Source: an optimization exercise on an open RTL-to-GDS flow (aim: small area, a short achievable clock period and few clock cycles). Production flows keep margins and buffers that such runs may drop. Function was checked by simulation only, so behaviour that the tests miss may differ from the original. Power is estimated from default activity; no workload was simulated.

==> flow/design.v <==
module multicycle_processor (
  input  logic               clk,
  input  logic               reset,
  input  logic [31:0]        MemRD,
  output logic [31:0]        MemAdr,
  output logic [31:0]        MemWD,
  output logic               MemWE,
  output logic               InstrDone,
  input  logic [3:0]         DBtheReg,
  output logic [31:0]        DBtheRegVal
);
  localparam logic [1:0] ALU_ADD = 2'd0;
  localparam logic [1:0] ALU_SUB = 2'd1;
  localparam logic [1:0] ALU_AND = 2'd2;
  localparam logic [1:0] ALU_ORR = 2'd3;
  function automatic logic cond_pass(input logic [3:0] c, input logic [3:0] f);
    logic n, z, cf, v, r;
    n = f[3]; z = f[2]; cf = f[1]; v = f[0];
    case (c)
      4'h0: r = z;
      4'h1: r = !z;
      4'h2: r = cf;
      4'h3: r = !cf;
      4'h4: r = n;
      4'h5: r = !n;
      4'h6: r = v;
      4'h7: r = !v;
      4'h8: r = cf && !z;
      4'h9: r = !cf || z;
      4'hA: r = n == v;
      4'hB: r = n != v;
      4'hC: r = !z && (n == v);
      4'hD: r = z || (n != v);
      4'hE: r = 1'b1;
      default: r = 1'b0;
    endcase
    cond_pass = r;
  endfunction
  logic [31:0] pc_reg;     
  logic [31:0] ir;
  logic        iv;         
  logic        ipred;      
  logic        mv;         
  logic        mload;
  logic [3:0]  mrd;
  logic [31:0] dadr;
  logic [3:0]  nzcv;
  logic [31:0] rf_q [0:14];
  logic        rf_we;
  logic [3:0]  rf_wa;
  logic [31:0] rf_wd, rf_wdm;
  assign rf_wdm = reset ? 32'd0 : rf_wd;
  generate
    for (genvar gi = 0; gi < 15; gi++) begin : gen_rf
      logic [31:0] r_reg;
      always_ff @(posedge clk) begin
        if (reset || (rf_we && rf_wa == 4'(gi)))
          r_reg <= rf_wdm;
      end
      assign rf_q[gi] = r_reg;
    end
  endgenerate
  logic [3:0] cond, cmd, rn, rd, rm;
  logic [1:0] op;
  logic       ibit, sbit, ubit, lbit, link;
  assign cond = ir[31:28];
  assign op   = ir[27:26];
  assign ibit = ir[25];
  assign cmd  = ir[24:21];
  assign link = ir[24];
  assign ubit = ir[23];
  assign sbit = ir[20];
  assign lbit = ir[20];
  assign rn   = ir[19:16];
  assign rd   = ir[15:12];
  assign rm   = ir[3:0];
  logic is_dp, is_ls, is_b;
  assign is_dp = (op == 2'b00);
  assign is_ls = (op == 2'b01);
  assign is_b  = (op == 2'b10);
  logic       dp_ok;
  logic [1:0] dp_ctl;
  always_comb begin
    dp_ok  = 1'b1;
    dp_ctl = ALU_ADD;
    case (cmd)
      4'b0100: dp_ctl = ALU_ADD;
      4'b0010: dp_ctl = ALU_SUB;
      4'b0000: dp_ctl = ALU_AND;
      4'b1100: dp_ctl = ALU_ORR;
      default: dp_ok  = 1'b0;
    endcase
  end
  logic e_act, cond_e, e_dp, e_ls, e_bfail, e_bl, e_redirect, e_ls15;
  assign e_act      = iv && !mv;
  assign cond_e     = cond_pass(cond, nzcv);
  assign e_dp       = e_act && cond_e && is_dp && dp_ok;
  assign e_ls       = e_act && cond_e && is_ls;
  assign e_bfail    = e_act && is_b && ipred && !cond_e;
  assign e_bl       = e_act && is_b && ipred && cond_e && link;
  assign e_redirect = (e_dp && rd == 4'd15) || e_bfail;
  assign e_ls15     = e_ls && rd == 4'd15;
  logic [31:0] pc_plus4, r15_e;
  assign pc_plus4 = pc_reg + 32'd4;
  assign r15_e    = is_b ? pc_reg : pc_plus4;
  logic [3:0]  ra2;
  logic [31:0] rd1, rd2;
  assign ra2 = mv ? mrd : rm;
  assign rd1 = (is_b || rn == 4'd15) ? r15_e : rf_q[rn];
  assign rd2 = (ra2 == 4'd15) ? pc_plus4 : rf_q[ra2];
  assign DBtheRegVal = (DBtheReg == 4'd15) ? pc_reg : rf_q[DBtheReg];
  logic [5:0]  rot;
  logic [31:0] imm8, rot_imm, imm12, br_back;
  assign rot     = {1'b0, ir[11:8], 1'b0};
  assign imm8    = {24'd0, ir[7:0]};
  assign rot_imm = (imm8 >> rot) | (imm8 << (6'd32 - rot));
  assign imm12   = {20'd0, ir[11:0]};
  assign br_back = {~{{6{ir[23]}}, ir[23:0]}, 2'b00};
  logic [31:0] alu_a, alu_b, alu_bx, alu_y;
  logic [1:0]  alu_ctl;
  logic [32:0] alu_sum;
  logic        alu_arith, alu_sub;
  logic [3:0]  alu_flags;
  always_comb begin
    alu_a = rd1;
    if (is_dp)      alu_b = ibit ? rot_imm : rd2;
    else if (is_ls) alu_b = imm12;
    else            alu_b = br_back;
    if (is_dp)      alu_ctl = dp_ctl;
    else if (is_ls) alu_ctl = ubit ? ALU_ADD : ALU_SUB;
    else            alu_ctl = ALU_ADD;
    alu_sub   = (alu_ctl == ALU_SUB);
    alu_arith = (alu_ctl == ALU_ADD) || alu_sub;
    alu_bx    = alu_sub ? ~alu_b : alu_b;
    alu_sum   = {1'b0, alu_a} + {1'b0, alu_bx} + {32'd0, alu_sub};
    case (alu_ctl)
      ALU_AND: alu_y = alu_a & alu_b;
      ALU_ORR: alu_y = alu_a | alu_b;
      default: alu_y = alu_sum[31:0];
    endcase
    alu_flags = {alu_y[31], (alu_y == 32'd0), alu_arith & alu_sum[32],
                 alu_arith & ~(alu_a[31] ^ alu_bx[31]) & (alu_a[31] ^ alu_sum[31])};
  end
  logic [3:0]  f_cond;
  logic        f_isb, f_flags_busy, f_take;
  logic [31:0] f_target;
  assign f_cond       = MemRD[31:28];
  assign f_isb        = (MemRD[27:26] == 2'b10);
  assign f_flags_busy = iv && is_dp && sbit;
  assign f_take       = f_isb &&
                        (f_flags_busy ? (f_cond != 4'hF) : cond_pass(f_cond, nzcv));
  assign f_target     = pc_reg + 32'd8 + {{6{MemRD[23]}}, MemRD[23:0], 2'b00};
  always_comb begin
    rf_we = 1'b0;
    rf_wa = rd;
    rf_wd = alu_y;
    if (mv) begin
      rf_we = mload && mrd != 4'd15;
      rf_wa = mrd;
      rf_wd = MemRD;
    end else if (e_dp) begin
      rf_we = (rd != 4'd15);
    end else if (e_bl) begin
      rf_we = 1'b1;
      rf_wa = 4'd14;
    end
  end
  always_ff @(posedge clk) begin
    dadr  <= alu_y;
    mrd   <= rd;
    mload <= lbit;
    if (reset) begin
      pc_reg <= 32'd0;
      iv     <= 1'b0;
      ipred  <= 1'b0;
      mv     <= 1'b0;
      nzcv   <= 4'd0;
    end else if (mv) begin
      mv <= 1'b0;
      if (mload && mrd == 4'd15) pc_reg <= MemRD;
    end else begin
      mv <= e_ls;
      if (e_dp && sbit) nzcv <= alu_flags;
      if (e_redirect) begin
        iv     <= 1'b0;
        pc_reg <= alu_y;
      end else if (e_ls15) begin
        iv     <= 1'b0;
      end else begin
        iv     <= 1'b1;
        ir     <= MemRD;
        ipred  <= f_take;
        pc_reg <= f_take ? f_target : pc_plus4;
      end
    end
  end
  assign MemAdr    = mv ? dadr : pc_reg;
  assign MemWD     = rd2;
  assign MemWE     = mv && !mload && !reset;
  assign InstrDone = !reset && (mv || (e_act && !e_ls));
endmodule
clock: 10.0 ns
lec_check: 0
abc_area: 1
cap_margin: 20
core_margin: 2
core_utilization: 40
cts_buf_list: sky130_fd_sc_hd__clkbuf_16
cts_cluster_diameter: 80
cts_cluster_size: 25
setup_slack_margin: 4
slew_margin: 20
standard.sh (not shown) runs the stock make flow with config.mk's settings and CLKGATE_MAP_FILE= SYNTH_SCRIPT=/design/flow/synth_recipe.tcl, a recipe that flattens the netlist after the stock synthesis.
==> flow/flow/run.sh <==
#!/bin/bash
# The standard layout (standard.sh), with one change: the buffers that the flow puts on
# every input and output port are plain sky130_fd_sc_hd__buf_2 cells instead of the delay
# buffers buffer_ports picks by default. make's full output goes to flow_make.log here; each
# ORFS step also keeps its own log under orfs/logs/.
set -euo pipefail
export BUFFER_PORTS_ARGS="-buffer_cell sky130_fd_sc_hd__buf_2"
bash standard.sh > flow_make.log 2>&1
Testbench counts at the start, summed over its fixed seeds: cycles 19,026.
Rerun with:
--- a/flow/config.mk
+++ b/flow/config.mk
@@ -10,7 +10,4 @@
 export CORE_MARGIN = 2
 export CORE_UTILIZATION = 40
-export CTS_BUF_LIST = sky130_fd_sc_hd__clkbuf_16
-export CTS_CLUSTER_DIAMETER = 80
-export CTS_CLUSTER_SIZE = 25
 export SETUP_SLACK_MARGIN = 4
 export SLEW_MARGIN = 20
Outcome: The changed run went through all stages and came out clean; wire length stays flat; design area is higher slightly; setup slack gets worse by 0.054 ns; cell count goes up slightly; register-to-register slack gains 0.07 ns; die area stays the same; critical path depth climbs by 3; via count barely changes.
Rerun with:
==> flow/run.sh (new file) <==
#!/bin/bash
# synth_recipe.tcl (not shown) runs the flow's synth.tcl, then flattens the netlist and writes it again
# the make line also repeats each setting of config.mk as NAME=value (left out here)
make -C /OpenROAD-flow-scripts/flow DESIGN_CONFIG=/design/flow/config.mk WORK_HOME=/design/flow/orfs CLKGATE_MAP_FILE= SYNTH_SCRIPT=/design/flow/synth_recipe.tcl finish
--- a/flow/config.mk
+++ b/flow/config.mk
@@ -10,4 +10,7 @@
 export CORE_MARGIN = 2
 export CORE_UTILIZATION = 40
+export CTS_BUF_LIST = sky130_fd_sc_hd__clkbuf_16
+export CTS_CLUSTER_DIAMETER = 80
+export CTS_CLUSTER_SIZE = 25
 export SETUP_SLACK_MARGIN = 4
 export SLEW_MARGIN = 20
removed: flow/flow/run.sh
removed: flow/standard.sh
Via count went down by a few percent.
Clock skew went up by 0.0073 ns.
Register-to-register slack got worse by 0.03 ns.
Combinational power went up by a few percent.
Setup slack improved by 0.13 ns.

========
== v17 ==
Starts from the design.v that is shown in full above.
Settings: LEC_CHECK=0, ABC_AREA=1, CAP_MARGIN=20, CORE_MARGIN=2, CORE_UTILIZATION=40, SETUP_SLACK_MARGIN=4, SLEW_MARGIN=20; clock period 10.0 ns.
run.sh (not shown) runs the stock make flow with config.mk's settings and CLKGATE_MAP_FILE= SYNTH_SCRIPT=/design/flow/synth_recipe.tcl, a recipe that flattens the netlist after the stock synthesis.
Stock flow here: none of the scripts above is used.
v17: all stages complete, timing, DRC and antenna checks passed
Testbench counts of v17, summed over its fixed seeds: cycles 19,026.
> inputs changed (v17 -> v16)
diff --git a/flow/config.mk b/flow/config.mk
--- a/flow/config.mk
+++ b/flow/config.mk
@@ -6,8 +6,6 @@
 export NUM_CORES = 4
 export LEC_CHECK = 0
-export ABC_AREA = 1
 export CAP_MARGIN = 20
 export CORE_MARGIN = 2
 export CORE_UTILIZATION = 40
-export SETUP_SLACK_MARGIN = 4
 export SLEW_MARGIN = 20
==> comparison <==
v17: full flow OK, the timing, DRC and antenna checks passed
Looking at the reports, v16 completed the entire flow and the layout it produced met the timing, DRC and antenna checks.
[diff] total number of vias, v16 relative to v17: improvement
Compared with v17, v16 is hungrier on power.
Compared with v17, count of clock-buffer cells in the layout in v16 decreased by a few percent.
v16 against v17: post-layout instance count excluding filler cells now sits lower, clock share of power now sits lower, final-report setup violation count now sits at about the same level, detailed-route wire length now sits higher.

==> re-timing with driven ports <==
How much do the figures lean on ideal ports? The routed layouts below were timed once more, with nothing changed but the port constraints. Step 1 sets driving cells, clkbuf_16 on the clock port and buf_2 on the other inputs (assumed; they add their load-dependent delay and slew). Step 2, shift: input delay + t, output delay - t, t = (earliest + latest rising clock arrival at the registers) / 2. This alone moves slack from input paths to output paths. Three values: ideal, step 1, step 2; two values: the first two.
run	shift t [ns]	slack for setup (ns)	worst setup path at the end	clock arrival spread, ns	pins driven straight from the clock port
the first run of note 1	0.723	3.792 / 3.755 / 3.755	input to output	0.046 / 0.046	1
the second run of note 1	0.720	3.738 / 3.689 / 3.689	input to output	0.041 / 0.041	1
the third run of note 1	0.732	3.871 / 3.818 / 3.601	input to register	0.049 / 0.048	1
v17	0.742	3.929 / 3.853 / 3.538	input to register	0.033 / 0.033	1
v16	0.743	1.101 / 1.101 / 1.101	register to register	0.035 / 0.036	1
After both steps setup and hold are still met in every run listed. For v17, which loses most, drivers alone change the setup slack by -0.076 ns; drivers and shift together by -0.391 ns.
